This is an optimization exercise on Yosys and OpenROAD, whose aim is a short achievable clock period and few clock cycles, not a production implementation.
Where RTL was checked, it was by simulation tests only, not by an equivalence proof against the original.
Only the layout flow was run in runs 1 and 2; the RTL was not checked for function there.
The clock port is modelled as an ideal driver; clocking choices that lean on that would not hold on a real chip.
No activity file was given, so power comes from the tool's default toggle rates.

$ cat run.sh
#!/bin/bash
# synth_recipe.tcl (not shown) runs the flow's synth.tcl, then flattens the netlist and writes it again
# the make line also repeats each setting of config.mk as NAME=value (left out here)
make -C /OpenROAD-flow-scripts/flow DESIGN_CONFIG=/design/flow/config.mk WORK_HOME=/design/flow/orfs CLKGATE_MAP_FILE= SYNTH_SCRIPT=/design/flow/synth_recipe.tcl finish
$ cat config.mk
export PLATFORM = sky130hd
export DESIGN_NAME = simt_core
export DESIGN_NICKNAME = simt_core
export VERILOG_FILES = /design/flow/design.v
export SDC_FILE = /design/flow/constraint.sdc
export NUM_CORES = 8
export LEC_CHECK = 0
export CAP_MARGIN = 20
export CORE_MARGIN = 2
export CORE_UTILIZATION = 40
export SETUP_SLACK_MARGIN = 5
export SLEW_MARGIN = 20
$ cat constraint.sdc
create_clock -name core_clock -period 10.0 [get_ports {clk}]
set_input_delay 2.0000 -clock core_clock [delete_from_list [all_inputs] [get_ports {clk}]]
set_output_delay 2.0000 -clock core_clock [all_outputs]
set_load 0.01 [all_outputs]
$ cat design.v
package isa_pkg;
    typedef enum logic [3:0] {
        OP_ADD    = 4'h0,
        OP_SUB    = 4'h1,
        OP_AND    = 4'h2,
        OP_OR     = 4'h3,
        OP_XOR    = 4'h4,
        OP_ADDI   = 4'h5,
        OP_TID    = 4'h6,
        OP_SETLT  = 4'h7,
        OP_STORE  = 4'h8,
        OP_FINISH = 4'h9
    } opcode_t;
    typedef logic [2:0] reg_addr_t;
    typedef logic [2:0] warp_id_t;
    typedef struct packed {
        opcode_t    opcode;
        reg_addr_t  rd;
        reg_addr_t  rs1;
        reg_addr_t  rs2;
        logic [3:0] rsvd;
        logic [14:0] imm;
    } instr_t;
    typedef struct packed {
        logic        issue;
        warp_id_t    warp;
        opcode_t     alu;
        reg_addr_t   rd;
        reg_addr_t   rs1;
        reg_addr_t   rs2;
        logic [31:0] imm;
        logic        reg_we;
        logic        store_en;
        logic        mask_set;
    } lane_op_t;
endpackage
package core_pkg;
    typedef logic [31:0] data_t;
    typedef logic [9:0]  imem_addr_t;
    typedef logic [11:0] dmem_addr_t;
    typedef struct packed {
        logic [2:0] num_warps;
        imem_addr_t base_addr;
    } kernel_cfg_t;
    typedef enum logic [1:0] {
        SCHED_IDLE,
        SCHED_PICK,
        SCHED_FETCH,
        SCHED_EXEC
    } sched_state_t;
    typedef struct packed {
        logic       valid;
        dmem_addr_t addr;
        data_t      data;
    } store_req_t;
endpackage
module warp_scheduler (
    input  logic        clk,
    input  logic        reset,
    input  logic        start,
    input  logic [2:0]  cfg_num_warps,
    input  logic [9:0]  cfg_base_addr,
    output logic        done,
    output logic        imem_valid,
    output logic [9:0]  imem_addr,
    input  logic        imem_ready,
    input  logic        imem_finish,  
    output logic        launch,       
    output logic        capture,      
    output logic [3:0]  warp_live,
    input  logic        room,         
    input  logic        drained,      
    input  logic        r_busy        
);
    logic running;
    logic fin_seen;
    logic cap_fin;
    assign launch  = start && !running;
    assign capture = imem_valid && imem_ready;
    assign cap_fin = capture && imem_finish;
    always_ff @(posedge clk or negedge reset) begin
        if (!reset) begin
            running    <= 1'b0;
            fin_seen   <= 1'b0;
            done       <= 1'b0;
            imem_valid <= 1'b0;
            imem_addr  <= '0;
            warp_live  <= '0;
        end else if (!running) begin
            if (start) begin
                done <= (cfg_num_warps == 3'd0);
                if (cfg_num_warps != 3'd0) begin
                    running    <= 1'b1;
                    fin_seen   <= 1'b0;
                    imem_valid <= 1'b1;
                    imem_addr  <= cfg_base_addr;
                    warp_live  <= {cfg_num_warps >= 3'd4, cfg_num_warps >= 3'd3,
                                   cfg_num_warps >= 3'd2, 1'b1};
                end
            end
        end else begin
            if (capture) begin
                imem_addr  <= imem_addr + 10'd1;
                imem_valid <= !imem_finish && room;
                if (imem_finish) fin_seen <= 1'b1;
            end else if (!imem_valid && !fin_seen && room) begin
                imem_valid <= 1'b1;
            end
            if ((cap_fin || fin_seen) && !r_busy && drained) begin
                done    <= 1'b1;
                running <= 1'b0;
            end
        end
    end
endmodule
module instr_decoder (
    input  logic [31:0] instr,
    output logic [7:1]  rs1_oh,     
    output logic [7:1]  rs2_oh,
    output logic [7:1]  rd_oh,      
    output logic        use_logic,  
    output logic [3:0]  logic_oh,   
    output logic        b_inv,      
    output logic        b_imm,      
    output logic        b_reg,      
    output logic        setlt,
    output logic        store,
    output logic        finish
);
    logic [3:0] opc;
    logic       reg_we;
    assign opc = instr[31:28];
    always_comb begin
        for (int i = 1; i < 8; i++) begin
            rs1_oh[i] = (instr[24:22] == 3'(i));
            rs2_oh[i] = (instr[21:19] == 3'(i));
        end
        reg_we    = 1'b0;
        use_logic = 1'b0;
        logic_oh  = 4'b0000;
        b_inv     = 1'b0;
        b_imm     = 1'b0;
        b_reg     = 1'b0;
        setlt     = 1'b0;
        store     = 1'b0;
        finish    = 1'b0;
        case (opc)
            isa_pkg::OP_ADD:    begin reg_we = 1'b1; b_reg = 1'b1; end
            isa_pkg::OP_SUB:    begin reg_we = 1'b1; b_inv = 1'b1; end
            isa_pkg::OP_AND:    begin reg_we = 1'b1; use_logic = 1'b1; logic_oh = 4'b0001; end
            isa_pkg::OP_OR:     begin reg_we = 1'b1; use_logic = 1'b1; logic_oh = 4'b0010; end
            isa_pkg::OP_XOR:    begin reg_we = 1'b1; use_logic = 1'b1; logic_oh = 4'b0100; end
            isa_pkg::OP_ADDI:   begin reg_we = 1'b1; b_imm = 1'b1; end
            isa_pkg::OP_TID:    begin reg_we = 1'b1; use_logic = 1'b1; logic_oh = 4'b1000; end
            isa_pkg::OP_SETLT:  begin setlt = 1'b1; b_inv = 1'b1; end
            isa_pkg::OP_STORE:  begin store = 1'b1; b_imm = 1'b1; end
            isa_pkg::OP_FINISH: finish = 1'b1;
            default: ;
        endcase
        for (int i = 1; i < 8; i++) begin
            rd_oh[i] = reg_we && (instr[27:25] == 3'(i));
        end
    end
endmodule
module thread_lane #(
    parameter int TID = 0
) (
    input  logic        clk,
    input  logic        reset,
    input  logic        launch,       
    input  logic        warp_live,    
    input  logic        r_valid,
    input  logic [7:1]  r_rs1_oh,
    input  logic [7:1]  r_rs2_oh,
    input  logic [31:0] r_imm,
    input  logic        r_reg_we,
    input  logic        r_use_logic,
    input  logic [3:0]  r_logic_oh,
    input  logic        r_b_inv,
    input  logic        r_b_imm,
    input  logic        r_b_reg,
    input  logic        x_cin,
    input  logic        x_setlt,
    input  logic [7:1]  x_rd_oh,
    output logic        mask,
    output logic [11:0] r_addr,
    output logic [31:0] r_data
);
    logic [7:1][31:0] regs;
    logic [31:0] a;
    logic [31:0] b;
    logic [31:0] lres;
    logic [31:0] opa;
    logic [31:0] opb;
    logic [31:0] xp;           
    logic [31:0] xg;           
    logic        xa31;
    logic        xb31;
    logic        xwe;
    logic [31:0] sum;
    logic        lt;
    always_comb begin
        a = '0;
        b = '0;
        for (int i = 1; i < 8; i++) begin
            a = a | (regs[i] & {32{r_rs1_oh[i]}});
            b = b | (regs[i] & {32{r_rs2_oh[i]}});
        end
    end
    assign lres = ((a & b)    & {32{r_logic_oh[0]}})
                | ((a | b)    & {32{r_logic_oh[1]}})
                | ((a ^ b)    & {32{r_logic_oh[2]}})
                | (32'(TID)   & {32{r_logic_oh[3]}});
    assign opa = a & {32{!r_use_logic}};
    assign opb = lres | (~b & {32{r_b_inv}}) | (r_imm & {32{r_b_imm}}) | (b & {32{r_b_reg}});
    assign r_addr = a[11:0] + r_imm[11:0];
    assign r_data = b;
    always_ff @(posedge clk) begin
        xp   <= opa ^ opb;
        xg   <= opa & opb;
        xa31 <= opa[31];
        xb31 <= opb[31];
    end
    always_ff @(posedge clk or negedge reset) begin
        if (!reset) begin
            xwe <= 1'b0;
        end else begin
            xwe <= r_valid && r_reg_we && mask && warp_live;
        end
    end
    always_comb begin
        logic [32:0] g, p, gn, pn;
        g = {xg, x_cin};
        p = {xp, 1'b0};
        for (int l = 0; l < 6; l++) begin
            for (int i = 0; i < 33; i++) begin
                if (i >= (1 << l)) begin
                    gn[i] = g[i] | (p[i] & g[i - (1 << l)]);
                    pn[i] = p[i] & p[i - (1 << l)];
                end else begin
                    gn[i] = g[i];
                    pn[i] = p[i];
                end
            end
            g = gn;
            p = pn;
        end
        sum = xp ^ g[31:0];
    end
    assign lt = (xa31 == xb31) ? xa31 : sum[31];
    always_ff @(posedge clk) begin
        for (int i = 1; i < 8; i++) begin
            if (xwe && x_rd_oh[i]) regs[i] <= sum;
        end
        if (launch)       mask <= 1'b1;
        else if (x_setlt) mask <= lt;
    end
endmodule
module lane_collector #(
    parameter int N = 8              
) (
    input  logic              clk,
    input  logic              reset,
    input  logic [3:0]        g_valid,
    input  logic [3:0][11:0]  g_addr,
    input  logic [3:0][31:0]  g_data,
    input  logic [4:0]        k1_oh,
    output logic              room_st,
    output logic              room_nost,
    output logic              drains,
    output logic              store_valid,
    output logic [11:0]       store_addr,
    output logic [31:0]       store_data
);
    logic [N-1:0][43:0] ent;
    logic [N-1:0]       hp;        
    logic [N-1:0]       tp;        
    logic [N:1]         th;        
    logic               qempty;
    logic [4:0]         pc_oh;     
    logic [3:0][3:0]    sel;       
    logic [3:0][43:0]   slot;
    logic [3:0]         sv;        
    logic [3:0][43:0]   qs;        
    logic [3:0]         qv;
    logic [43:0]        head;
    logic [N:1]         th_next;
    logic [8:0]         s_oh;      
    assign qempty = !th[1];
    always_comb begin
        logic [1:0] k;
        logic [2:0] n;
        sel = '0;
        k   = 2'd0;
        for (int w = 0; w < 4; w++) begin
            if (g_valid[w]) begin
                sel[k][w] = 1'b1;
                k = k + 2'd1;
            end
        end
        n = 3'(g_valid[0]) + 3'(g_valid[1]) + 3'(g_valid[2]) + 3'(g_valid[3]);
        for (int c = 0; c < 5; c++) pc_oh[c] = (n == 3'(c));
        for (int s = 0; s < 4; s++) sv[s] = (n > 3'(s));
    end
    always_comb begin
        for (int s = 0; s < 4; s++) begin
            slot[s] = '0;
            for (int w = 0; w < 4; w++) slot[s] = slot[s] | ({g_addr[w], g_data[w]} & {44{sel[s][w]}});
        end
        for (int j = 0; j < 4; j++) begin
            if (qempty) begin
                qs[j] = (j < 3) ? slot[(j + 1) % 4] : '0;
                qv[j] = (j < 3) ? sv[(j + 1) % 4] : 1'b0;
            end else begin
                qs[j] = slot[j];
                qv[j] = sv[j];
            end
        end
        head = '0;
        for (int e = 0; e < N; e++) head = head | (ent[e] & {44{hp[e]}});
    end
    function automatic logic thv(input logic [N:1] t, input int i);
        if (i <= 0)     thv = 1'b1;
        else if (i > N) thv = 1'b0;
        else            thv = t[i];
    endfunction
    always_comb begin
        for (int i = 1; i <= N; i++) begin
            th_next[i] = 1'b0;
            for (int c = 0; c < 5; c++) th_next[i] = th_next[i] | (pc_oh[c] && thv(th, i + 1 - c));
        end
        s_oh = '0;
        for (int c = 0; c < 5; c++)
            for (int k = 0; k < 5; k++)
                s_oh[c + k] = s_oh[c + k] | (pc_oh[c] && k1_oh[k]);
        room_st = 1'b0;
        for (int s = 0; s < 9; s++) room_st = room_st | (s_oh[s] && !thv(th, N + 1 - s));
        room_nost = 1'b0;
        for (int c = 0; c < 5; c++) room_nost = room_nost | (pc_oh[c] && !thv(th, N + 1 - c));
    end
    assign drains = !th_next[1];
    always_ff @(posedge clk or negedge reset) begin
        if (!reset) begin
            th          <= '0;
            hp          <= N'(1);
            tp          <= N'(1);
            store_valid <= 1'b0;
        end else begin
            th          <= th_next;
            if (!qempty) hp <= {hp[N-2:0], hp[N-1]};
            case (qv)
                4'b0001: tp <= {tp[N-2:0], tp[N-1]};
                4'b0011: tp <= {tp[N-3:0], tp[N-1:N-2]};
                4'b0111: tp <= {tp[N-4:0], tp[N-1:N-3]};
                4'b1111: tp <= {tp[N-5:0], tp[N-1:N-4]};
                default: ;
            endcase
            store_valid <= !qempty || sv[0];
        end
    end
    always_ff @(posedge clk) begin
        {store_addr, store_data} <= qempty ? slot[0] : head;
        for (int e = 0; e < N; e++) begin
            for (int j = 0; j < 4; j++) begin
                if (qv[j] && tp[(e - j + N) % N]) ent[e] <= qs[j];
            end
        end
    end
endmodule
module simt_core #(
    parameter int WARPS   = 4,
    parameter int THREADS = 4
) (
    input  logic                                 clk,
    input  logic                                 reset,
    input  logic                                 start,
    input  logic [2:0]                           cfg_num_warps,
    input  logic [9:0]                           cfg_base_addr,
    output logic                                 done,
    output logic                                 imem_valid,
    output logic [9:0]                           imem_addr,
    input  logic                                 imem_ready,
    input  logic [31:0]                          imem_data,
    output logic [THREADS-1:0]                   store_valid,
    output logic [THREADS*12-1:0]                store_addr,
    output logic [THREADS*32-1:0]                store_data
);
    localparam int QN = 8;                  
    logic        launch;
    logic        capture;
    logic [3:0]  warp_live;
    logic        room;
    logic        drained;
    logic [7:1]  d_rs1_oh, d_rs2_oh, d_rd_oh;
    logic        d_use_logic, d_b_inv, d_b_imm, d_b_reg, d_setlt, d_store, d_finish;
    logic [3:0]  d_logic_oh;
    instr_decoder u_dec (
        .instr     (imem_data),
        .rs1_oh    (d_rs1_oh),
        .rs2_oh    (d_rs2_oh),
        .rd_oh     (d_rd_oh),
        .use_logic (d_use_logic),
        .logic_oh  (d_logic_oh),
        .b_inv     (d_b_inv),
        .b_imm     (d_b_imm),
        .b_reg     (d_b_reg),
        .setlt     (d_setlt),
        .store     (d_store),
        .finish    (d_finish)
    );
    logic        r_valid;
    logic [7:1]  r_rs1_oh, r_rs2_oh, r_rd_oh;
    logic        r_use_logic, r_b_inv, r_b_imm, r_b_reg, r_setlt, r_store;
    logic [3:0]  r_logic_oh;
    logic [31:0] r_imm;
    always_ff @(posedge clk) begin
        r_rs1_oh    <= d_rs1_oh;
        r_rs2_oh    <= d_rs2_oh;
        r_rd_oh     <= d_rd_oh;
        r_use_logic <= d_use_logic;
        r_logic_oh  <= d_logic_oh;
        r_b_inv     <= d_b_inv;
        r_b_imm     <= d_b_imm;
        r_b_reg     <= d_b_reg;
        r_setlt     <= d_setlt;
        r_store     <= d_store;
        r_imm       <= {{17{imem_data[14]}}, imem_data[14:0]};
    end
    always_ff @(posedge clk or negedge reset) begin
        if (!reset) r_valid <= 1'b0;
        else        r_valid <= capture && !d_finish;
    end
    warp_scheduler u_sched (
        .clk           (clk),
        .reset         (reset),
        .start         (start),
        .cfg_num_warps (cfg_num_warps),
        .cfg_base_addr (cfg_base_addr),
        .done          (done),
        .imem_valid    (imem_valid),
        .imem_addr     (imem_addr),
        .imem_ready    (imem_ready),
        .imem_finish   (d_finish),
        .launch        (launch),
        .capture       (capture),
        .warp_live     (warp_live),
        .room          (room),
        .drained       (drained),
        .r_busy        (r_valid)
    );
    logic        x_cin;
    logic        x_setlt;
    logic [7:1]  x_rd_oh;
    always_ff @(posedge clk) begin
        x_cin   <= r_b_inv;
        x_rd_oh <= r_rd_oh;
    end
    always_ff @(posedge clk or negedge reset) begin
        if (!reset) x_setlt <= 1'b0;
        else        x_setlt <= r_valid && r_setlt;
    end
    logic [15:0]       mask;
    logic [15:0][11:0] r_addr;
    logic [15:0][31:0] r_data;
    for (genvar t = 0; t < 16; t++) begin : g_thr
        thread_lane #(.TID(t)) u_thr (
            .clk         (clk),
            .reset       (reset),
            .launch      (launch),
            .warp_live   (warp_live[t / 4]),
            .r_valid     (r_valid),
            .r_rs1_oh    (r_rs1_oh),
            .r_rs2_oh    (r_rs2_oh),
            .r_imm       (r_imm),
            .r_reg_we    (r_rd_oh != 7'd0),
            .r_use_logic (r_use_logic),
            .r_logic_oh  (r_logic_oh),
            .r_b_inv     (r_b_inv),
            .r_b_imm     (r_b_imm),
            .r_b_reg     (r_b_reg),
            .x_cin       (x_cin),
            .x_setlt     (x_setlt),
            .x_rd_oh     (x_rd_oh),
            .mask        (mask[t]),
            .r_addr      (r_addr[t]),
            .r_data      (r_data[t])
        );
    end
    logic [3:0] room_st;
    logic [3:0] room_nost;
    logic [3:0] l_drains;
    logic       st_inflight;
    assign st_inflight = capture && d_store;
    for (genvar l = 0; l < 4; l++) begin : g_lane
        logic [3:0] mask_col;
        logic [3:0] live_col;
        logic [4:0] k1_oh;
        logic [2:0] k1;
        assign mask_col = {mask[12 + l], mask[8 + l], mask[4 + l], mask[l]};
        assign live_col = warp_live & (mask_col | {4{x_setlt}});
        assign k1 = 3'(live_col[0]) + 3'(live_col[1]) + 3'(live_col[2]) + 3'(live_col[3]);
        for (genvar c = 0; c < 5; c++) begin : g_k1
            assign k1_oh[c] = (k1 == 3'(c));
        end
        lane_collector #(.N(QN)) u_q (
            .clk         (clk),
            .reset       (reset),
            .g_valid     ({4{r_valid && r_store}} & mask_col & warp_live),
            .g_addr      ({r_addr[12 + l], r_addr[8 + l], r_addr[4 + l], r_addr[l]}),
            .g_data      ({r_data[12 + l], r_data[8 + l], r_data[4 + l], r_data[l]}),
            .k1_oh       (k1_oh),
            .room_st     (room_st[l]),
            .room_nost   (room_nost[l]),
            .drains      (l_drains[l]),
            .store_valid (store_valid[l]),
            .store_addr  (store_addr[l*12 +: 12]),
            .store_data  (store_data[l*32 +: 32])
        );
    end
    assign room    = st_inflight ? &room_st : &room_nost;
    assign drained = &l_drains;
endmodule
==> flow_metrics.env, run 1 <==
export IMPL_cts_root_buf="clkbuf_16"
export IMPL_ctsLongestPathBuffers=4
export IMPL_largest_reg_flops=3584
export IMPL_grt_use_total_pct=33.6
export IMPL_synth_seq_cells=6414
export IMPL_gp_congestion=0.980
export IMPL_worstMarginPinSlew_ns=1.33
export IMPL_synth_edf_count=4992
export IMPL_status="no timing/DRC/antenna violations"
export IMPL_cts_tree="built"
export IMPL_final_nets=34695
export IMPL_io_pins=241
export IMPL_top_layer="met5"
export IMPL_pwr_density_cell_nw_per_um2=201
export IMPL_dr_wl_met3_um=240000
export IMPL_hpwl_um=916000
export IMPL_core_area_um2=882000
export IMPL_dpl_cell_count=43574
export IMPL_worst_ep_arrival_time_ns=6.38
export IMPL_wl_met1_um=558000
export IMPL_clkTransAtPathRegs_ns=0.06
export IMPL_dpl_worst_slack_ns=1.87
export IMPL_initial_utilization_pct=40.1
export IMPL_via_per_inst=7.03
export IMPL_first_global_vias=300058
export IMPL_clock_latency_ns=1.26
export IMPL_syn_area_um2=354000
export IMPL_tns_ns=0
export IMPL_grt_max_degree=119
export IMPL_final_area_um2=400000
export IMPL_numPortBuffers=236
export IMPL_crit_path_end_kind="flop"
export IMPL_htree_levels=6
export IMPL_instances_no_fill=45401
export IMPL_drt_wl_total_um=1590000
export IMPL_num_rows=345
export IMPL_drc_errors=0
export IMPL_slew_violations=0
export IMPL_largest_register="g_thr.u_thr.regs"
export IMPL_fin_crit_ns=5.32
export IMPL_yosysTopAreaCellShare_pct=42.4
export IMPL_die_h_um=944
export IMPL_post_route_util_pct=45.4
export IMPL_layout_setup_ws_ns=4.68
export IMPL_rsz0062_at_grt="yes"
export IMPL_critPathLaunchType="flop"
export IMPL_peakVddDrop_mv=0.286
export IMPL_p_leak_nw=145
export IMPL_synth_area_leader_cell="edfxtp_1"
export IMPL_hold_ws_ns=0.345
export IMPL_clock_skew_ns=0.0843
export IMPL_max_slew_margin_pct=11.1
export IMPL_wl_met2_um=652000
export IMPL_async_flop_share_pct=2.12
export IMPL_place_area_um2=367000
export IMPL_grt_pass1_wl_um=2200000
export IMPL_synth_ff_type="edfxtp_1"
export IMPL_hold_violations=0
export IMPL_critPathMaxFanout=37
export IMPL_cts_made_buffers=706
export IMPL_syn_area_per_cell_um2=10.5
export IMPL_area_growth_pct=13.1
export IMPL_setup_viol=0
export IMPL_antenna_found_initial=122
export IMPL_drt_initial_drc_count=58104
export IMPL_wire_per_inst_um=35.1
export IMPL_drv_cap=0
export IMPL_max_freq_ghz=0.188
export IMPL_top_regs="g_thr.u_thr.regs: 3584 flops, g_lane.u_q.ent: 1408 flops, g_thr.u_thr.xp: 512 flops"
export IMPL_drt_pre_antenna_iters=14
export IMPL_synthTopCellsByArea="edfxtp_1, dfxtp_1, a22oi_1"
export IMPL_drt_antenna_violating_nets=0
export IMPL_yosysSeqAreaShare_pct=50.6
export IMPL_die_w_um=944
export IMPL_min_path_type="reg2reg"
export IMPL_crit_required_ns=11.06
export IMPL_num_vias=319211
export IMPL_yosys_warnings=20
export IMPL_post_route_cells_drive_above_1_share_pct=10.1
export IMPL_cts_sinks=6414
export IMPL_syn_inst=33673
export IMPL_grt_overflow=0
export IMPL_post_route_period_util_pct=53.2
export IMPL_syn_nets=35499
export IMPL_power_mw=80.3
export IMPL_die_area_um2=892000
export IMPL_synth_distinct_cells=116
export IMPL_crit_type="reg2reg"
[per-layer routing]
metal  vias up  GRT usage (%)
met1    155203           42.4
met2     27549           48.3
met3      6297           10.5
met4        88           25.0
met5         -              0
li1     130074              -
[final timing paths]
path	start	end	slack [ns]	depth (start not counted)
max in group asynchronous	reset	g_lane[2].u_q.hp[6]$_DFFE_PN0P_	7.35	2
min in group asynchronous	reset	g_lane[0].u_q.hp[2]$_DFFE_PN0P_	0.75	1
worst max-delay path	r_rs2_oh[5]$_DFF_P_	g_lane[0].u_q.ent[282]$_DFFE_PP_	4.68	11
worst min register to register	r_rd_oh[2]$_DFF_P_	x_rd_oh[2]$_DFF_P_	0.35	0
worst min-delay path	r_rd_oh[2]$_DFF_P_	x_rd_oh[2]$_DFF_P_	0.35	0
worst max register to register	r_rs2_oh[5]$_DFF_P_	g_lane[0].u_q.ent[282]$_DFFE_PP_	4.68	11
[layout make-up]
type / count / area, µm²
fill: 80083 / 482000
inverter: 1264 / 4790
clock buffer: 930 / 19400
antenna: 113 / 283
sequential: 6414 / 179000
clock inverter: 399 / 4500
tap: 11798 / 14800
multi-input combinational: 23200 / 163000
timing repair buffer: 1283 / 13800
[layout by cell type, fill, tap and decap left out, types with 100 or more instances in the layout]
cell and n:
nor3_1 141, a21o_1 504, nand2_1 2591, a22oi_1 3166
a31oi_1 161, dfxtp_1 1242, o2111ai_1 430, mux2i_1 799
a221oi_1 280, o211ai_1 311, edfxtp_1 4992, a21oi_1 1111
nand2b_1 100, o21ai_1 101, ha_1 1740, and3_1 689
nor2_1 2947, buf_12 149, xnor2_1 404, inv_1 1247
diode_2 113, buf_4 719, o21ai_0 1782, clkdlybuf4s50_1 235
and2_2 153, a22o_1 126, mux2_2 164, clkbuf_1 151
a211oi_1 125, xor2_1 179, o22ai_1 359, clkinv_2 137
o311ai_0 790, o21a_1 133, clkbuf_16 738, nand3_1 898
nand4_1 206, a222oi_1 1141
[where the power goes]
group / internal, mW / switching, mW
registers: 33.0 / 1.93
clock network: 15.5 / 11.7
logic: 5.33 / 12.9
total: 53.8 / 26.5
[cell usage after synthesis (all sizes together) (866+ instances only)]
library cell,number
a21oi,1136
a222oi,1141
a22oi,3248
clkbuf,2232
dfxtp,1286
edfxtp,4992
ha,1753
inv,1256
mux2i,880
nand2,2682
nand3,934
nor2,2976
o21ai,1959
o311ai,866
[worst max-delay path, stage by stage (launching register included)]
cell	delay, ns
dfxtp_4	0.94
buf_4	0.73
buf_4	0.57
a22oi_1	0.13
nand3_1	0.75
inv_1	0.52
o22ai_1	0.71
nor2_1	0.09
a21o_1	0.27
nand2_1	0.08
o311ai_0	0.13
o21ai_0	0.18
[logic make-up after synthesis]
logic type	share of synthesized area, %
AOI/OAI and AO/OA	23.7
and+or+nand+nor	10.2
DFF	50.6
buffers and inverters	4.47
adders and majority gates	6.34
muxes	3.12
xor gates and xnor gates	1.51
[repair_timing]
| item | 4_1_cts | 5_1_grt |
|---|---|---|
| hold buffers | 0 | 0 |
| setup buffers | 222 | 69 |
| setup endpoints to repair | 3060 | 2179 |
| gates cloned | 57 | 23 |
| pin swaps | 101 | 33 |
| resized for setup | 651 | 354 |
==> run 2: changes to the inputs <==
==> flow/run.sh (new file) <==
#!/bin/bash
set -euo pipefail
bash standard.sh synth > synth.log 2>&1
bash standard.sh SETUP_SLACK_MARGIN=6.5 finish > layout.log 2>&1
==> standard.sh (new file) <==
#!/bin/bash
# synth_recipe.tcl (not shown) runs the flow's synth.tcl, then flattens the netlist and writes it again
# the make line also repeats each setting of config.mk as NAME=value (left out here)
make -C /OpenROAD-flow-scripts/flow DESIGN_CONFIG=/design/flow/config.mk WORK_HOME=/design/flow/orfs CLKGATE_MAP_FILE= SYNTH_SCRIPT=/design/flow/synth_recipe.tcl "${@:-finish}"
--- a/config.mk
+++ b/config.mk
@@ -9,4 +9,3 @@
 export CORE_MARGIN = 2
 export CORE_UTILIZATION = 40
-export SETUP_SLACK_MARGIN = 5
 export SLEW_MARGIN = 20
removed: run.sh
==> run 2 against run 1 <==
  * Synthesized area unchanged
  * Synthesized cell count unchanged
  * The flow now stops in global routing (5_1_grt)
==> flow_metrics.env, run 2 <==
export IMPL_syn_inst=33673
export IMPL_yosysTopAreaCellShare_pct=42.4
export IMPL_io_pins=241
export IMPL_die_w_um=944
export IMPL_num_rows=345
export IMPL_synth_seq_cells=6414
export IMPL_syn_area_per_cell_um2=10.5
export IMPL_syn_area_um2=354000
export IMPL_synthTopCellsByArea="edfxtp_1, dfxtp_1, a22oi_1"
export IMPL_synth_area_leader_cell="edfxtp_1"
export IMPL_ys_top_cells_by_count="edfxtp_1, a22oi_1, nor2_1, nand2_1, clkbuf_1"
export IMPL_place_area_um2=369000
export IMPL_grt_use_total_pct=45.1
export IMPL_die_h_um=944
export IMPL_cts_made_buffers=712
export IMPL_holdBufCountCts=0
export IMPL_yosysMostFrequentCell="edfxtp_1"
export IMPL_synth_distinct_cells=116
export IMPL_dpl_worst_slack_ns=2.60
export IMPL_cts_root_buf="clkbuf_16"
export IMPL_yosys_warnings=20
export IMPL_syn_nets=35499
export IMPL_ctsLongestPathBuffers=4
export IMPL_grt_max_degree=174
export IMPL_hpwl_um=912000
export IMPL_htree_levels=6
export IMPL_yosysSeqAreaShare_pct=50.6
export IMPL_synth_ff_type="edfxtp_1"
export IMPL_stop_error="[ERROR GRT-0232] Routing congestion too high. Check the congestion heatmap in the GUI."
export IMPL_gp_congestion=0.979
export IMPL_grt_overflow=1
export IMPL_initial_utilization_pct=40.1
export IMPL_numPortBuffers=236
export IMPL_haltStage="global routing (5_1_grt)"
export IMPL_cts_sinks=6414
export IMPL_status="did not finish"
export IMPL_synth_edf_count=4992
export IMPL_async_flop_share_pct=2.12
-- run 2: timing repair --
item                       in CTS
setup buffers                1925
pin swaps                    1330
cloned                        692
setup endpoints to repair    5403
resized for setup            6236
-- run 2: per-layer routing --
layer / global-route usage (%) / GRT overflow
met1: 49.3 / 0
met2: 57.2 / 1
met3: 30.1 / 0
met4: 39.7 / 0
met5: 15.8 / 0
-- run 2: power by group through the flow --
stage               sequential, mW  combinational, mW  clock, mW
global placement              35.2               16.4          0
CTS                           35.1               24.0       28.0
detailed placement            35.3               16.8          0
floorplan                     34.5               10.7          0
-- run 2: stage by stage --
step,instances,utilization (%)
4_1_cts,47493,51.1
3_5_place_dp,43541,41.9
2_1_floorplan,33673,-
3_3_place_gp,43517,41.8
-- run 2: worst min path at each step --
stage	from	endpoint	slack [ns]	cells past startpoint
CTS	r_rd_oh[7]$_DFF_P_	x_rd_oh[7]$_DFF_P_	0.34	0
global placement	r_rd_oh[2]$_DFF_P_	x_rd_oh[2]$_DFF_P_	0.34	0
floorplan	r_b_inv$_SDFF_PP0_	x_cin$_DFF_P_	0.33	0
detailed placement	r_rd_oh[7]$_DFF_P_	x_rd_oh[7]$_DFF_P_	0.33	0
-- run 2: cell families after synthesis --
logic type	count (synthesis)	share of synthesized area [%]
buffers and inverters	4107	4.47
DFF	6414	50.6
adders and majority gates	1777	6.34
AOI/OAI and AO/OA	11455	23.7
xor gates and xnor gates	610	1.51
muxes	1078	3.12
and+or+nand+nor	8232	10.2
==> run 3: changes to the inputs <==
--- a/design.v
+++ b/design.v
@@ -177,13 +177,13 @@
     input  logic        r_use_logic,
     input  logic [3:0]  r_logic_oh,
-    input  logic        r_b_inv,
+    input  logic        r_b_inv,      
     input  logic        r_b_imm,
     input  logic        r_b_reg,
-    input  logic        x_cin,
+    input  logic        r_store,
     input  logic        x_setlt,
     input  logic [7:1]  x_rd_oh,
     output logic        mask,
-    output logic [11:0] r_addr,
-    output logic [31:0] r_data
+    output logic [11:0] x_addr,
+    output logic [31:0] x_data
 );
     logic [7:1][31:0] regs;
@@ -193,4 +193,7 @@
     logic [31:0] opa;
     logic [31:0] opb;
+    logic [31:0] p;
+    logic [31:0] g;
+    logic [11:0] saddr;
     logic [31:0] xp;           
     logic [31:0] xg;           
@@ -214,9 +217,32 @@
     assign opa = a & {32{!r_use_logic}};
     assign opb = lres | (~b & {32{r_b_inv}}) | (r_imm & {32{r_b_imm}}) | (b & {32{r_b_reg}});
-    assign r_addr = a[11:0] + r_imm[11:0];
-    assign r_data = b;
+    always_comb begin
+        p = opa ^ opb;
+        g = opa & opb;
+        p[0] = opa[0] ^ opb[0] ^ r_b_inv;
+        g[0] = (opa[0] & opb[0]) | ((opa[0] ^ opb[0]) & r_b_inv);
+    end
+    always_comb begin
+        logic [11:0] sg, sp, gn, pn;
+        sg = a[11:0] & r_imm[11:0];
+        sp = a[11:0] ^ r_imm[11:0];
+        for (int l = 0; l < 4; l++) begin
+            for (int i = 0; i < 12; i++) begin
+                if (i >= (1 << l)) begin
+                    gn[i] = sg[i] | (sp[i] & sg[i - (1 << l)]);
+                    pn[i] = sp[i] & sp[i - (1 << l)];
+                end else begin
+                    gn[i] = sg[i];
+                    pn[i] = sp[i];
+                end
+            end
+            sg = gn;
+            sp = pn;
+        end
+        saddr = a[11:0] ^ r_imm[11:0] ^ {sg[10:0], 1'b0};
+    end
     always_ff @(posedge clk) begin
-        xp   <= opa ^ opb;
-        xg   <= opa & opb;
+        xp   <= r_store ? b : p;
+        xg   <= r_store ? {20'd0, saddr} : g;
         xa31 <= opa[31];
         xb31 <= opb[31];
@@ -230,21 +256,21 @@
     end
     always_comb begin
-        logic [32:0] g, p, gn, pn;
-        g = {xg, x_cin};
-        p = {xp, 1'b0};
-        for (int l = 0; l < 6; l++) begin
-            for (int i = 0; i < 33; i++) begin
+        logic [31:0] cg, cp, gn, pn;
+        cg = xg;
+        cp = {xp[31:1], 1'b0};
+        for (int l = 0; l < 5; l++) begin
+            for (int i = 0; i < 32; i++) begin
                 if (i >= (1 << l)) begin
-                    gn[i] = g[i] | (p[i] & g[i - (1 << l)]);
-                    pn[i] = p[i] & p[i - (1 << l)];
+                    gn[i] = cg[i] | (cp[i] & cg[i - (1 << l)]);
+                    pn[i] = cp[i] & cp[i - (1 << l)];
                 end else begin
-                    gn[i] = g[i];
-                    pn[i] = p[i];
+                    gn[i] = cg[i];
+                    pn[i] = cp[i];
                 end
             end
-            g = gn;
-            p = pn;
+            cg = gn;
+            cp = pn;
         end
-        sum = xp ^ g[31:0];
+        sum = {xp[31:1] ^ cg[30:0], xp[0]};
     end
     assign lt = (xa31 == xb31) ? xa31 : sum[31];
@@ -256,11 +282,13 @@
         else if (x_setlt) mask <= lt;
     end
+    assign x_addr = xg[11:0];
+    assign x_data = xp;
 endmodule
 module lane_collector #(
-    parameter int N = 8              
+    parameter int N = 12             
 ) (
     input  logic              clk,
     input  logic              reset,
-    input  logic [3:0]        g_valid,
+    input  logic [3:0]        r_group,
     input  logic [3:0][11:0]  g_addr,
     input  logic [3:0][31:0]  g_data,
@@ -288,18 +316,35 @@
     logic [8:0]         s_oh;      
     assign qempty = !th[1];
+    function automatic logic [3:0] rank_oh(input logic [3:0] g, input int w);
+        logic [3:0] r;
+        r = 4'b0001;
+        for (int i = 0; i < 4; i++) begin
+            if (i < w) r = g[i] ? {r[2:0], 1'b0} : r;
+        end
+        rank_oh = r;
+    endfunction
+    logic [3:0][3:0]    r_sel;
+    logic [4:0]         r_pc_oh;
     always_comb begin
-        logic [1:0] k;
-        logic [2:0] n;
-        sel = '0;
-        k   = 2'd0;
         for (int w = 0; w < 4; w++) begin
-            if (g_valid[w]) begin
-                sel[k][w] = 1'b1;
-                k = k + 2'd1;
-            end
+            logic [3:0] r;
+            r = rank_oh(r_group, w);
+            for (int s = 0; s < 4; s++) r_sel[s][w] = r_group[w] && r[s];
         end
-        n = 3'(g_valid[0]) + 3'(g_valid[1]) + 3'(g_valid[2]) + 3'(g_valid[3]);
-        for (int c = 0; c < 5; c++) pc_oh[c] = (n == 3'(c));
-        for (int s = 0; s < 4; s++) sv[s] = (n > 3'(s));
+        r_pc_oh = 5'b00001;
+        for (int i = 0; i < 4; i++) r_pc_oh = r_group[i] ? {r_pc_oh[3:0], 1'b0} : r_pc_oh;
+    end
+    always_ff @(posedge clk or negedge reset) begin
+        if (!reset) begin
+            pc_oh <= 5'b00001;
+            sv    <= '0;
+        end else begin
+            pc_oh <= r_pc_oh;
+            sv    <= {r_pc_oh[4], r_pc_oh[4] | r_pc_oh[3], r_pc_oh[4] | r_pc_oh[3] | r_pc_oh[2],
+                      r_pc_oh[4] | r_pc_oh[3] | r_pc_oh[2] | r_pc_oh[1]};
+        end
+    end
+    always_ff @(posedge clk) begin
+        sel <= r_sel;
     end
     always_comb begin
@@ -335,7 +380,7 @@
                 s_oh[c + k] = s_oh[c + k] | (pc_oh[c] && k1_oh[k]);
         room_st = 1'b0;
-        for (int s = 0; s < 9; s++) room_st = room_st | (s_oh[s] && !thv(th, N + 1 - s));
+        for (int s = 0; s < 9; s++) room_st = room_st | (s_oh[s] && !thv(th, N + 2 - s));
         room_nost = 1'b0;
-        for (int c = 0; c < 5; c++) room_nost = room_nost | (pc_oh[c] && !thv(th, N + 1 - c));
+        for (int c = 0; c < 5; c++) room_nost = room_nost | (pc_oh[c] && !thv(th, N + 2 - c));
     end
     assign drains = !th_next[1];
@@ -362,7 +407,13 @@
         {store_addr, store_data} <= qempty ? slot[0] : head;
         for (int e = 0; e < N; e++) begin
+            logic        we;
+            logic [43:0] d;
+            we = 1'b0;
+            d  = '0;
             for (int j = 0; j < 4; j++) begin
-                if (qv[j] && tp[(e - j + N) % N]) ent[e] <= qs[j];
+                we = we | (qv[j] && tp[(e - j + N) % N]);
+                d  = d | (qs[j] & {44{tp[(e - j + N) % N]}});
             end
+            if (we) ent[e] <= d;
         end
     end
@@ -386,5 +437,5 @@
     output logic [THREADS*32-1:0]                store_data
 );
-    localparam int QN = 8;                  
+    localparam int QN = 12;                 
     logic        launch;
     logic        capture;
@@ -449,9 +500,7 @@
         .r_busy        (r_valid)
     );
-    logic        x_cin;
     logic        x_setlt;
     logic [7:1]  x_rd_oh;
     always_ff @(posedge clk) begin
-        x_cin   <= r_b_inv;
         x_rd_oh <= r_rd_oh;
     end
@@ -461,6 +510,6 @@
     end
     logic [15:0]       mask;
-    logic [15:0][11:0] r_addr;
-    logic [15:0][31:0] r_data;
+    logic [15:0][11:0] x_addr;
+    logic [15:0][31:0] x_data;
     for (genvar t = 0; t < 16; t++) begin : g_thr
         thread_lane #(.TID(t)) u_thr (
@@ -479,10 +528,10 @@
             .r_b_imm     (r_b_imm),
             .r_b_reg     (r_b_reg),
-            .x_cin       (x_cin),
+            .r_store     (r_store),
             .x_setlt     (x_setlt),
             .x_rd_oh     (x_rd_oh),
             .mask        (mask[t]),
-            .r_addr      (r_addr[t]),
-            .r_data      (r_data[t])
+            .x_addr      (x_addr[t]),
+            .x_data      (x_data[t])
         );
     end
@@ -491,22 +540,21 @@
     logic [3:0] l_drains;
     logic       st_inflight;
-    assign st_inflight = capture && d_store;
+    assign st_inflight = capture ? d_store : (r_valid && r_store);
     for (genvar l = 0; l < 4; l++) begin : g_lane
         logic [3:0] mask_col;
         logic [3:0] live_col;
         logic [4:0] k1_oh;
-        logic [2:0] k1;
         assign mask_col = {mask[12 + l], mask[8 + l], mask[4 + l], mask[l]};
         assign live_col = warp_live & (mask_col | {4{x_setlt}});
-        assign k1 = 3'(live_col[0]) + 3'(live_col[1]) + 3'(live_col[2]) + 3'(live_col[3]);
-        for (genvar c = 0; c < 5; c++) begin : g_k1
-            assign k1_oh[c] = (k1 == 3'(c));
+        always_comb begin
+            k1_oh = 5'b00001;
+            for (int i = 0; i < 4; i++) k1_oh = live_col[i] ? {k1_oh[3:0], 1'b0} : k1_oh;
         end
         lane_collector #(.N(QN)) u_q (
             .clk         (clk),
             .reset       (reset),
-            .g_valid     ({4{r_valid && r_store}} & mask_col & warp_live),
-            .g_addr      ({r_addr[12 + l], r_addr[8 + l], r_addr[4 + l], r_addr[l]}),
-            .g_data      ({r_data[12 + l], r_data[8 + l], r_data[4 + l], r_data[l]}),
+            .r_group     ({4{r_valid && r_store}} & mask_col & warp_live),
+            .g_addr      ({x_addr[12 + l], x_addr[8 + l], x_addr[4 + l], x_addr[l]}),
+            .g_data      ({x_data[12 + l], x_data[8 + l], x_data[4 + l], x_data[l]}),
             .k1_oh       (k1_oh),
             .room_st     (room_st[l]),
==> run.sh (new file) <==
#!/bin/bash
# synth_recipe.tcl (not shown) runs the flow's synth.tcl, then flattens the netlist and writes it again
# the make line also repeats each setting of config.mk as NAME=value (left out here)
make -C /OpenROAD-flow-scripts/flow DESIGN_CONFIG=/design/flow/config.mk WORK_HOME=/design/flow/orfs CLKGATE_MAP_FILE= SYNTH_SCRIPT=/design/flow/synth_recipe.tcl finish
--- a/config.mk
+++ b/config.mk
@@ -9,3 +9,4 @@
 export CORE_MARGIN = 2
 export CORE_UTILIZATION = 40
+export SETUP_SLACK_MARGIN = 5
 export SLEW_MARGIN = 20
removed: flow/run.sh
removed: standard.sh
==> run 3 against run 2 <==
  * The layout now fails its checks (antenna violations)
  * Synthesized area grew 11%
  * Synthesized cell count grew 8.9%
==> flow_metrics.env, run 3 <==
export IMPL_syn_area_per_cell_um2=10.7
export IMPL_r2r_start="r_rs1_oh[4]$_DFF_P_"
export IMPL_syn_area_um2=391000
export IMPL_drt_initial_drc_count=71552
export IMPL_via_per_inst=7.08
export IMPL_hold_ws_ns=0.316
export IMPL_critPathLaunchType="flop"
export IMPL_yosysTopAreaCellShare_pct=43.7
export IMPL_grt_overflow=0
export IMPL_cts_tree="built"
export IMPL_hpwl_um=934000
export IMPL_final_cell_mix="edfxtp_1, nand2_1, a222oi_1"
export IMPL_ys_top_cells_by_count="edfxtp_1, nand2_1, clkbuf_1, a222oi_1, a22oi_1"
export IMPL_tns_ns=0
export IMPL_worst_ep_arrival_time_ns=6.02
export IMPL_area_growth_pct=9.77
export IMPL_io_pins=241
export IMPL_crit_chain="buf_4 -> buf_4 -> a22oi_1 -> and3_1 -> inv_1 -> ha_1 -> a21oi_1 -> o21bai_1 -> a21oi_1 -> nor2b_1 -> o21a_1 -> o31a_1 -> o41ai_1 -> xnor2_1 -> mux2_2"
export IMPL_post_route_period_util_pct=50.0
export IMPL_gp_congestion=0.903
export IMPL_pwr_density_cell_nw_per_um2=181
export IMPL_status="complete, but fails checks"
export IMPL_core_area_um2=976000
export IMPL_grt_pass1_wl_um=2310000
export IMPL_cts_sinks=7237
export IMPL_synth_distinct_cells=94
export IMPL_largest_register="g_thr.u_thr.regs"
export IMPL_yosys_warnings=20
export IMPL_max_slew_margin_pct=10.8
export IMPL_clock_skew_ns=0.0740
export IMPL_num_vias=340752
export IMPL_p_leak_nw=153
export IMPL_syn_inst=36665
export IMPL_slew_violations=0
export IMPL_fin_crit_ns=5.00
export IMPL_peakVddDrop_mv=0.168
export IMPL_rsz0062_at_grt="yes"
export IMPL_drt_pre_antenna_iters=28
export IMPL_hold_depth=0
export IMPL_dpl_cell_count=46413
export IMPL_so_faults="antenna violations"
export IMPL_synthTopCellsByArea="edfxtp_1, a222oi_1, dfxtp_1"
export IMPL_initial_utilization_pct=40.1
export IMPL_hold_start="r_rd_oh[7]$_DFF_P_"
export IMPL_top_regs="g_thr.u_thr.regs: 3584 flops, g_lane.u_q.ent: 2112 flops, g_thr.u_thr.xp: 512 flops"
export IMPL_crit_required_ns=11.02
export IMPL_crit_path_end_kind="flop"
export IMPL_synth_ff_type="edfxtp_1"
export IMPL_clock_latency_ns=1.18
export IMPL_cts_made_buffers=816
export IMPL_synth_seq_cells=7237
export IMPL_post_route_util_pct=44.0
export IMPL_final_nets=36086
export IMPL_drc_errors=0
export IMPL_instances_no_fill=48149
export IMPL_synth_edf_count=5696
export IMPL_power_mw=77.6
export IMPL_nFillCells=88696
export IMPL_yosysSeqAreaShare_pct=51.9
export IMPL_critPathSlowestCell="dfxtp_4"
export IMPL_wire_per_inst_um=34.1
export IMPL_die_w_um=993
export IMPL_post_route_cells_drive_above_1_share_pct=7.34
export IMPL_cts_root_buf="clkbuf_16"
export IMPL_antenna_found_initial=133
export IMPL_syn_nets=38463
export IMPL_first_global_vias=325714
export IMPL_worstMarginPinSlew_ns=1.34
export IMPL_numPortBuffers=236
export IMPL_die_h_um=993
export IMPL_critPathMaxFanout=41
export IMPL_grt_max_degree=193
export IMPL_htree_levels=6
export IMPL_grt_use_total_pct=31.5
export IMPL_die_area_um2=987000
export IMPL_yosysMostFrequentCell="edfxtp_1"
export IMPL_drv_cap=0
export IMPL_drt_wl_total_um=1640000
export IMPL_async_flop_share_pct=2.98
export IMPL_synth_area_leader_cell="edfxtp_1"
export IMPL_num_rows=363
export IMPL_reg2reg_slack_ns=5.00
export IMPL_r2r_end="g_thr[14].u_thr.xg[11]$_DFF_P_"
export IMPL_largest_reg_flops=3584
export IMPL_crit_type="reg2reg"
export IMPL_hold_violations=0
export IMPL_min_path_type="reg2reg"
export IMPL_final_common_cell="edfxtp_1"
export IMPL_setup_viol=0
export IMPL_drt_antenna_violating_nets=4
export IMPL_max_freq_ghz=0.200
export IMPL_max_stage_delay_ns=0.75
export IMPL_clkTransAtPathRegs_ns=0.06
export IMPL_rr_worst_depth=15
export IMPL_min_to="x_rd_oh[7]$_DFF_P_"
export IMPL_ctsLongestPathBuffers=5
[run 3: cell type report]
type	count	area, µm²	area share [%]
Sequential cell	7237	204000	47.4
Multi-Input combinational cell	24075	169000	39.3
Clock buffer	1124	22600	5.26
Tap cell	12957	16200	3.77
Timing Repair Buffer	918	8440	1.96
Inverter	1240	4670	1.09
Clock inverter	399	4650	1.08
Antenna cell	199	498	0.116
[run 3: how the worst max path moves through the flow]
stage / startpoint / end / slack [ns]
6_report: r_rs1_oh[4]$_DFF_P_ / g_thr[14].u_thr.xg[11]$_DFF_P_ / 5.00
2_1_floorplan: r_rs1_oh[4]$_DFF_P_ / g_thr[13].u_thr.xg[11]$_DFF_P_ / 5.86
4_1_cts: r_rs1_oh[1]$_DFF_P_ / g_thr[2].u_thr.xg[11]$_DFF_P_ / 5.06
5_1_grt: r_rs1_oh[4]$_DFF_P_ / g_thr[5].u_thr.xg[11]$_DFF_P_ / 4.99
3_3_place_gp: r_rs1_oh[1]$_DFF_P_ / g_thr[2].u_thr.xg[11]$_DFF_P_ / 5.04
3_5_place_dp: r_rs1_oh[4]$_DFF_P_ / g_thr[5].u_thr.xg[11]$_DFF_P_ / 5.03
[run 3: worst max-delay path: cells and delay by family (launching register included)]
kind | cells | cell delay, ns
xor gates and xnor gates | 1 | 0.13
muxes | 1 | 0.27
and+or+nand+nor | 2 | 0.35
DFF | 1 | 0.75
AOI/OAI and AO/OA | 7 | 1.65
adders and majority gates | 1 | 0.27
buffers and inverters | 3 | 1.34
[run 3: cells by family after synthesis]
kind of cell / after synthesis / synth area share, %
muxes: 801 / 2.12
adders and majority gates: 1752 / 5.66
buffers and inverters: 5353 / 5.15
AOI/OAI and AO/OA: 11072 / 23.0
and+or+nand+nor: 9842 / 10.8
xor gates and xnor gates: 608 / 1.36
DFF: 7237 / 51.9
[run 3: per-layer routing]
layer,global-route usage [%],up-vias,wire length [µm]
met5,0.0772,-,662
met1,39.2,166128,572000
met4,20.8,84,123000
li1,-,139258,-
met3,10.1,5868,251000
met2,46.8,29414,695000
[run 3: what timing repair did]
item / in CTS / in global routing
hold buffers: 0 / 0
endpoints found under the setup margin: 1 / 11
buffers inserted: 0 / 2
hold endpoints to repair: 0 / 0
gates resized for setup: 1 / 15
[run 3: per-stage QoR]
stage	setup WS (ns)	instance area [µm²]
2_1_floorplan	5.86	391000
3_3_place_gp	5.04	402000
3_5_place_dp	5.03	402000
4_1_cts	5.06	429000
5_1_grt	4.99	429000
6_report	5.00	430000
[run 3: report_power, final]
| group | switching [mW] | internal, mW | leakage [nW] |
|---|---|---|---|
| registers | 2.96 | 34.5 | 60.6 |
| logic | 5.92 | 2.98 | 78.8 |
| clock network | 13.2 | 18.0 | 13.3 |
Testbench counts of run 3, summed over its fixed seeds: cycles 8,743.
==> run 4: changes to the inputs <==
--- a/design.v
+++ b/design.v
@@ -85,5 +85,4 @@
             done       <= 1'b0;
             imem_valid <= 1'b0;
-            imem_addr  <= '0;
             warp_live  <= '0;
         end else if (!running) begin
@@ -94,5 +93,4 @@
                     fin_seen   <= 1'b0;
                     imem_valid <= 1'b1;
-                    imem_addr  <= cfg_base_addr;
                     warp_live  <= {cfg_num_warps >= 3'd4, cfg_num_warps >= 3'd3,
                                    cfg_num_warps >= 3'd2, 1'b1};
@@ -101,5 +99,4 @@
         end else begin
             if (capture) begin
-                imem_addr  <= imem_addr + 10'd1;
                 imem_valid <= !imem_finish && room;
                 if (imem_finish) fin_seen <= 1'b1;
@@ -113,4 +110,11 @@
         end
     end
+    always_ff @(posedge clk) begin
+        if (!running) begin
+            if (start) imem_addr <= cfg_base_addr;
+        end else if (capture) begin
+            imem_addr <= imem_addr + 10'd1;
+        end
+    end
 endmodule
 module instr_decoder (
@@ -119,5 +123,5 @@
     output logic [7:1]  rs2_oh,
     output logic [7:1]  rd_oh,      
-    output logic        use_logic,  
+    output logic        a_zero,     
     output logic [3:0]  logic_oh,   
     output logic        b_inv,      
@@ -137,5 +141,5 @@
         end
         reg_we    = 1'b0;
-        use_logic = 1'b0;
+        a_zero    = 1'b0;
         logic_oh  = 4'b0000;
         b_inv     = 1'b0;
@@ -148,11 +152,11 @@
             isa_pkg::OP_ADD:    begin reg_we = 1'b1; b_reg = 1'b1; end
             isa_pkg::OP_SUB:    begin reg_we = 1'b1; b_inv = 1'b1; end
-            isa_pkg::OP_AND:    begin reg_we = 1'b1; use_logic = 1'b1; logic_oh = 4'b0001; end
-            isa_pkg::OP_OR:     begin reg_we = 1'b1; use_logic = 1'b1; logic_oh = 4'b0010; end
-            isa_pkg::OP_XOR:    begin reg_we = 1'b1; use_logic = 1'b1; logic_oh = 4'b0100; end
+            isa_pkg::OP_AND:    begin reg_we = 1'b1; a_zero = 1'b1; logic_oh = 4'b0001; end
+            isa_pkg::OP_OR:     begin reg_we = 1'b1; a_zero = 1'b1; logic_oh = 4'b0010; end
+            isa_pkg::OP_XOR:    begin reg_we = 1'b1; a_zero = 1'b1; logic_oh = 4'b0100; end
             isa_pkg::OP_ADDI:   begin reg_we = 1'b1; b_imm = 1'b1; end
-            isa_pkg::OP_TID:    begin reg_we = 1'b1; use_logic = 1'b1; logic_oh = 4'b1000; end
+            isa_pkg::OP_TID:    begin reg_we = 1'b1; a_zero = 1'b1; logic_oh = 4'b1000; end
             isa_pkg::OP_SETLT:  begin setlt = 1'b1; b_inv = 1'b1; end
-            isa_pkg::OP_STORE:  begin store = 1'b1; b_imm = 1'b1; end
+            isa_pkg::OP_STORE:  begin store = 1'b1; a_zero = 1'b1; b_reg = 1'b1; end
             isa_pkg::OP_FINISH: finish = 1'b1;
             default: ;
@@ -175,12 +179,12 @@
     input  logic [31:0] r_imm,
     input  logic        r_reg_we,
-    input  logic        r_use_logic,
+    input  logic        r_a_zero,
     input  logic [3:0]  r_logic_oh,
     input  logic        r_b_inv,      
     input  logic        r_b_imm,
     input  logic        r_b_reg,
-    input  logic        r_store,
     input  logic        x_setlt,
     input  logic [7:1]  x_rd_oh,
+    input  logic [11:0] x_imm,
     output logic        mask,
     output logic [11:0] x_addr,
@@ -198,4 +202,5 @@
     logic [31:0] xp;           
     logic [31:0] xg;           
+    logic [11:0] xsa;          
     logic        xa31;
     logic        xb31;
@@ -215,5 +220,5 @@
                 | ((a ^ b)    & {32{r_logic_oh[2]}})
                 | (32'(TID)   & {32{r_logic_oh[3]}});
-    assign opa = a & {32{!r_use_logic}};
+    assign opa = a & {32{!r_a_zero}};
     assign opb = lres | (~b & {32{r_b_inv}}) | (r_imm & {32{r_b_imm}}) | (b & {32{r_b_reg}});
     always_comb begin
@@ -223,26 +228,8 @@
         g[0] = (opa[0] & opb[0]) | ((opa[0] ^ opb[0]) & r_b_inv);
     end
-    always_comb begin
-        logic [11:0] sg, sp, gn, pn;
-        sg = a[11:0] & r_imm[11:0];
-        sp = a[11:0] ^ r_imm[11:0];
-        for (int l = 0; l < 4; l++) begin
-            for (int i = 0; i < 12; i++) begin
-                if (i >= (1 << l)) begin
-                    gn[i] = sg[i] | (sp[i] & sg[i - (1 << l)]);
-                    pn[i] = sp[i] & sp[i - (1 << l)];
-                end else begin
-                    gn[i] = sg[i];
-                    pn[i] = sp[i];
-                end
-            end
-            sg = gn;
-            sp = pn;
-        end
-        saddr = a[11:0] ^ r_imm[11:0] ^ {sg[10:0], 1'b0};
-    end
     always_ff @(posedge clk) begin
-        xp   <= r_store ? b : p;
-        xg   <= r_store ? {20'd0, saddr} : g;
+        xp   <= p;
+        xg   <= g;
+        xsa  <= a[11:0];
         xa31 <= opa[31];
         xb31 <= opb[31];
@@ -282,5 +269,24 @@
         else if (x_setlt) mask <= lt;
     end
-    assign x_addr = xg[11:0];
+    always_comb begin
+        logic [11:0] sg, sp, gn, pn;
+        sg = xsa & x_imm;
+        sp = xsa ^ x_imm;
+        for (int l = 0; l < 4; l++) begin
+            for (int i = 0; i < 12; i++) begin
+                if (i >= (1 << l)) begin
+                    gn[i] = sg[i] | (sp[i] & sg[i - (1 << l)]);
+                    pn[i] = sp[i] & sp[i - (1 << l)];
+                end else begin
+                    gn[i] = sg[i];
+                    pn[i] = sp[i];
+                end
+            end
+            sg = gn;
+            sp = pn;
+        end
+        saddr = xsa ^ x_imm ^ {sg[10:0], 1'b0};
+    end
+    assign x_addr = saddr;
     assign x_data = xp;
 endmodule
@@ -310,6 +316,4 @@
     logic [3:0][43:0]   slot;
     logic [3:0]         sv;        
-    logic [3:0][43:0]   qs;        
-    logic [3:0]         qv;
     logic [43:0]        head;
     logic [N:1]         th_next;
@@ -353,13 +357,4 @@
             for (int w = 0; w < 4; w++) slot[s] = slot[s] | ({g_addr[w], g_data[w]} & {44{sel[s][w]}});
         end
-        for (int j = 0; j < 4; j++) begin
-            if (qempty) begin
-                qs[j] = (j < 3) ? slot[(j + 1) % 4] : '0;
-                qv[j] = (j < 3) ? sv[(j + 1) % 4] : 1'b0;
-            end else begin
-                qs[j] = slot[j];
-                qv[j] = sv[j];
-            end
-        end
         head = '0;
         for (int e = 0; e < N; e++) head = head | (ent[e] & {44{hp[e]}});
@@ -393,6 +388,6 @@
         end else begin
             th          <= th_next;
-            if (!qempty) hp <= {hp[N-2:0], hp[N-1]};
-            case (qv)
+            if (!qempty || sv[0]) hp <= {hp[N-2:0], hp[N-1]};
+            case (sv)
                 4'b0001: tp <= {tp[N-2:0], tp[N-1]};
                 4'b0011: tp <= {tp[N-3:0], tp[N-1:N-2]};
@@ -412,6 +407,6 @@
             d  = '0;
             for (int j = 0; j < 4; j++) begin
-                we = we | (qv[j] && tp[(e - j + N) % N]);
-                d  = d | (qs[j] & {44{tp[(e - j + N) % N]}});
+                we = we | (sv[j] && tp[(e - j + N) % N]);
+                d  = d | (slot[j] & {44{tp[(e - j + N) % N]}});
             end
             if (we) ent[e] <= d;
@@ -444,5 +439,5 @@
     logic        drained;
     logic [7:1]  d_rs1_oh, d_rs2_oh, d_rd_oh;
-    logic        d_use_logic, d_b_inv, d_b_imm, d_b_reg, d_setlt, d_store, d_finish;
+    logic        d_a_zero, d_b_inv, d_b_imm, d_b_reg, d_setlt, d_store, d_finish;
     logic [3:0]  d_logic_oh;
     instr_decoder u_dec (
@@ -451,5 +446,5 @@
         .rs2_oh    (d_rs2_oh),
         .rd_oh     (d_rd_oh),
-        .use_logic (d_use_logic),
+        .a_zero (d_a_zero),
         .logic_oh  (d_logic_oh),
         .b_inv     (d_b_inv),
@@ -462,5 +457,5 @@
     logic        r_valid;
     logic [7:1]  r_rs1_oh, r_rs2_oh, r_rd_oh;
-    logic        r_use_logic, r_b_inv, r_b_imm, r_b_reg, r_setlt, r_store;
+    logic        r_a_zero, r_b_inv, r_b_imm, r_b_reg, r_setlt, r_store;
     logic [3:0]  r_logic_oh;
     logic [31:0] r_imm;
@@ -469,5 +464,5 @@
         r_rs2_oh    <= d_rs2_oh;
         r_rd_oh     <= d_rd_oh;
-        r_use_logic <= d_use_logic;
+        r_a_zero <= d_a_zero;
         r_logic_oh  <= d_logic_oh;
         r_b_inv     <= d_b_inv;
@@ -502,6 +497,8 @@
     logic        x_setlt;
     logic [7:1]  x_rd_oh;
+    logic [11:0] x_imm;
     always_ff @(posedge clk) begin
         x_rd_oh <= r_rd_oh;
+        x_imm   <= r_imm[11:0];
     end
     always_ff @(posedge clk or negedge reset) begin
@@ -523,12 +520,12 @@
             .r_imm       (r_imm),
             .r_reg_we    (r_rd_oh != 7'd0),
-            .r_use_logic (r_use_logic),
+            .r_a_zero (r_a_zero),
             .r_logic_oh  (r_logic_oh),
             .r_b_inv     (r_b_inv),
             .r_b_imm     (r_b_imm),
             .r_b_reg     (r_b_reg),
-            .r_store     (r_store),
             .x_setlt     (x_setlt),
             .x_rd_oh     (x_rd_oh),
+            .x_imm       (x_imm),
             .mask        (mask[t]),
             .x_addr      (x_addr[t]),
==> flow/run.sh (new file) <==
#!/bin/bash
set -euo pipefail
bash standard.sh synth > synth.log 2>&1
bash standard.sh SETUP_SLACK_MARGIN=6.5 TNS_END_PERCENT=10 \
    PRE_CTS_TCL="$PWD/flow/pre_cts.tcl" finish > layout.log 2>&1
==> flow/pre_cts.tcl (new file) <==
# Before clock tree synthesis: put the register that drives each output
# port's buffer next to that buffer, and the buffer (made a buf_4) next to
# its pin, so the path from the register to the port is short. Then legalize.
set block [ord::get_db_block]
set moved 0
foreach bterm [$block getBTerms] {
  if {[$bterm getIoType] ne "OUTPUT"} { continue }
  set net [$bterm getNet]
  if {$net eq "NULL"} { continue }
  set buf ""
  foreach it [$net getITerms] {
    if {[$it isOutputSignal]} { set buf [$it getInst] }
  }
  if {$buf eq ""} { continue }
  # the pin's position
  set pins [$bterm getBPins]
  if {[llength $pins] == 0} { continue }
  set box [[lindex $pins 0] getBBox]
  set px [expr {([$box xMin] + [$box xMax]) / 2}]
  set py [expr {([$box yMin] + [$box yMax]) / 2}]
  # the register behind the buffer
  set reg ""
  foreach it [$buf getITerms] {
    if {[$it isInputSignal]} {
      set n [$it getNet]
      if {$n eq "NULL"} { continue }
      foreach d [$n getITerms] {
        if {[$d isOutputSignal]} {
          set m [[$d getInst] getMaster]
          if {[string match "*df*" [$m getName]]} { set reg [$d getInst] }
        }
      }
    }
  }
  # place the buffer, then the register, a little inside the core from the pin
  set core [$block getCoreArea]
  set cx [expr {min(max($px, [$core xMin]), [$core xMax] - 20000)}]
  set cy [expr {min(max($py, [$core yMin]), [$core yMax] - 20000)}]
  # a buffer strong enough for the port's load
  if {[[$buf getMaster] getName] ne "sky130_fd_sc_hd__buf_4"} {
    replace_cell [$buf getName] sky130_fd_sc_hd__buf_4
  }
  $buf setLocation $cx $cy
  $buf setPlacementStatus PLACED
  if {$reg ne ""} {
    $reg setLocation $cx $cy
    $reg setPlacementStatus PLACED
    incr moved
  }
}
puts "pre_cts: moved $moved output registers next to their port buffers"
detailed_placement
check_placement
==> standard.sh (new file) <==
#!/bin/bash
# synth_recipe.tcl (not shown) runs the flow's synth.tcl, then flattens the netlist and writes it again
# the make line also repeats each setting of config.mk as NAME=value (left out here)
make -C /OpenROAD-flow-scripts/flow DESIGN_CONFIG=/design/flow/config.mk WORK_HOME=/design/flow/orfs CLKGATE_MAP_FILE= SYNTH_SCRIPT=/design/flow/synth_recipe.tcl "${@:-finish}"
--- a/config.mk
+++ b/config.mk
@@ -9,4 +9,3 @@
 export CORE_MARGIN = 2
 export CORE_UTILIZATION = 40
-export SETUP_SLACK_MARGIN = 5
 export SLEW_MARGIN = 20
removed: run.sh
==> run 4 against run 3 <==
  * Sequential share of layout area increased by 1.4 points
  * Critical path type unchanged
  * Register-to-register slack improved by 1.0 ns
  * Now clean on timing, DRC and antenna
  * Utilization increased by 0.79 points
==> flow_metrics.env, run 4 <==
export IMPL_grt_max_degree=157
export IMPL_core_area_um2=951000
export IMPL_drc_errors=0
export IMPL_dpl_cell_count=44673
export IMPL_syn_area_per_cell_um2=10.9
export IMPL_grt_pass1_wl_um=2290000
export IMPL_drt_pre_antenna_iters=23
export IMPL_clock_skew_ns=0.0941
export IMPL_syn_nets=36731
export IMPL_num_vias=330289
export IMPL_synth_ff_type="edfxtp_1"
export IMPL_ys_top_cells_by_count="edfxtp_1, nand2_1, clkbuf_1, a222oi_1, a22oi_1"
export IMPL_worstMarginPinSlew_ns=1.35
export IMPL_largest_register="g_thr.u_thr.regs"
export IMPL_via_per_inst=7.08
export IMPL_holdBufCountCts=0
export IMPL_final_cell_mix="edfxtp_1, nand2_1, a222oi_1"
export IMPL_pwr_density_cell_nw_per_um2=201
export IMPL_drt_antenna_violating_nets=0
export IMPL_hold_violations=0
export IMPL_largest_reg_flops=3584
export IMPL_final_nets=34925
export IMPL_yosys_warnings=20
export IMPL_io_pins=241
export IMPL_num_rows=358
export IMPL_place_area_um2=393000
export IMPL_layout_setup_ws_ns=6.00
export IMPL_max_slew_margin_pct=10.3
export IMPL_antenna_found_initial=162
export IMPL_status="no timing/DRC/antenna violations"
export IMPL_drt_wl_total_um=1640000
export IMPL_post_route_cells_drive_above_1_share_pct=9.51
export IMPL_crit_type="reg2reg"
export IMPL_synthTopCellsByArea="edfxtp_1, a222oi_1, dfxtp_1"
export IMPL_clock_latency_ns=1.16
export IMPL_drv_cap=0
export IMPL_dpl_worst_slack_ns=5.25
export IMPL_crit_path_end_kind="flop"
export IMPL_critPathSlowestCell="dfrtp_1"
export IMPL_syn_area_um2=382000
export IMPL_cts_made_buffers=822
export IMPL_final_area_um2=426000
export IMPL_async_flop_share_pct=2.77
export IMPL_crit_required_ns=11.04
export IMPL_drt_initial_drc_count=68300
export IMPL_yosysSeqAreaShare_pct=54.2
export IMPL_synth_edf_count=5706
export IMPL_tns_ns=0
export IMPL_final_common_cell="edfxtp_1"
export IMPL_hpwl_um=897000
export IMPL_grt_use_total_pct=32.1
export IMPL_cts_tree="built"
export IMPL_rr_worst_depth=7
export IMPL_slew_violations=0
export IMPL_min_path_type="reg2reg"
export IMPL_max_freq_ghz=0.250
export IMPL_top_regs="g_thr.u_thr.regs: 3584 flops, g_lane.u_q.ent: 2112 flops, g_thr.u_thr.xp: 512 flops"
export IMPL_die_w_um=981
export IMPL_setup_viol=0
export IMPL_p_leak_nw=158
export IMPL_clkTransAtPathRegs_ns=0.06
export IMPL_cts_sinks=7441
export IMPL_post_route_period_util_pct=40.0
export IMPL_yosysMostFrequentCell="edfxtp_1"
export IMPL_wire_per_inst_um=35.2
export IMPL_yosysTopAreaCellShare_pct=44.9
export IMPL_gp_congestion=0.912
export IMPL_critPathMaxFanout=10
export IMPL_synth_area_leader_cell="edfxtp_1"
export IMPL_first_global_vias=314976
export IMPL_rsz0062_at_grt="yes"
export IMPL_syn_inst=34933
export IMPL_numPortBuffers=236
export IMPL_crit_chain="and3_1 -> nand2_1 -> ha_1 -> and2_1 -> a21oi_1 -> o21ai_0 -> or2_2"
export IMPL_critPathLaunchType="flop"
export IMPL_hold_depth=0
export IMPL_die_h_um=981
export IMPL_die_area_um2=962000
export IMPL_area_growth_pct=11.6
export IMPL_fin_crit_ns=4.00
export IMPL_synth_seq_cells=7441
export IMPL_peakVddDrop_mv=0.251
export IMPL_initial_utilization_pct=40.2
export IMPL_worst_ep_arrival_time_ns=5.05
export IMPL_max_stage_delay_ns=0.87
export IMPL_synth_distinct_cells=109
export IMPL_instances_no_fill=46634
export IMPL_grt_overflow=0
run 4: worst paths after layout:
path	startpoint	endpoint	slack (ns)
setup / recovery	u_sched.warp_live[1]$_DFFE_PN0P_	g_lane[0].u_q.sv[1]$_DFF_PN0_	6.00
hold / removal	r_rd_oh[5]$_DFF_P_	x_rd_oh[5]$_DFF_P_	0.34
setup reg to reg	u_sched.warp_live[1]$_DFFE_PN0P_	g_lane[0].u_q.sv[1]$_DFF_PN0_	6.00
hold reg to reg	r_rd_oh[5]$_DFF_P_	x_rd_oh[5]$_DFF_P_	0.34
max in group asynchronous	reset	g_lane[0].u_q.hp[8]$_DFFE_PN0P_	6.94
min in group asynchronous	reset	g_lane[2].u_q.hp[5]$_DFFE_PN0P_	0.81
run 4: power by group:
part	switching, mW	total [mW]	internal [mW]	leakage (nW)
sequential	4.13	39.9	35.7	64.4
combinational	10.9	14.4	3.46	80.4
clock	13.2	31.4	18.2	13.4
total	28.3	85.7	57.4	158
run 4: cell families after synthesis:
family	share of synthesized area, %
multiplexers	0.162
buffers and inverters	5.01
flip-flops	54.2
adder cells (fa/ha/maj)	5.80
AO/OA/AOI/OAI	23.2
AND/OR/NAND/NOR	10.2
XOR/XNOR	1.42
run 4: cell type report:
type                            instances  area [µm²]
Clock inverter                        371        4050
Inverter                             1298        4890
Antenna cell                          199         498
Multi-Input combinational cell      22433      159000
Tap cell                            12600       15800
Clock buffer                         1161       23400
Timing Repair Buffer                 1131       11000
Sequential cell                      7441      208000
Fill cell                           85713      525000
run 4: repair_timing:
item / CTS / global route
pin swaps: 133 / 150
endpoints found under the setup margin: 2524 / 2502
setup buffers: 105 / 75
gates resized for setup: 402 / 281
cloned: 27 / 15
run 4: worst max-delay path: cells and delay by family, from the launching register on:
kind | cells | cell delay (ns)
fa+ha+maj | 1 | 0.44
compound gates | 2 | 0.89
simple gates | 4 | 1.68
flops | 1 | 0.87
run 4: stage by stage:
step                      total power [mW]  hold slack, ns  utilization, %
after floorplan                       46.5           0.323               -
after global placement                52.9           0.331            41.3
after detailed placement              53.3           0.333            41.3
after CTS                             84.6           0.342            44.5
after global routing                  87.4           0.345            44.8
final                                 85.7           0.344            44.8
run 4: layer usage:
| layer | part of all wire (%) | GRT usage, % | vias up |
|---|---|---|---|
| li1 | - | - | 133807 |
| met1 | 35 | 40.3 | 161379 |
| met2 | 42 | 46.9 | 29231 |
| met3 | 15 | 9.70 | 5786 |
| met4 | 8.2 | 23.2 | 86 |
| met5 | 0.035 | 0 | - |
Testbench counts of run 4, summed over its fixed seeds: cycles 8,743.

## separate check: timing with driven ports
How much do the figures lean on ideal ports? The routed layouts below were timed once more, with nothing changed but the port constraints.
Step 1 sets driving cells, clkbuf_16 on the clock port and buf_2 on the other inputs (assumed; they add their load-dependent delay and slew).
Step 2, shift: input delay + t, output delay - t, t = (earliest + latest rising clock arrival at the registers) / 2. This alone moves slack from input paths to output paths.
a / b / c = ideal / step 1 / step 2; a / b = the first two.
run | t, ns | slack for setup (ns)
run 1 | 1.374 | 4.681 / 4.681 / 4.681
run 3 | 1.276 | 5.000 / 5.000 / 4.896
run 4 | 1.263 | 5.997 / 5.997 / 4.888
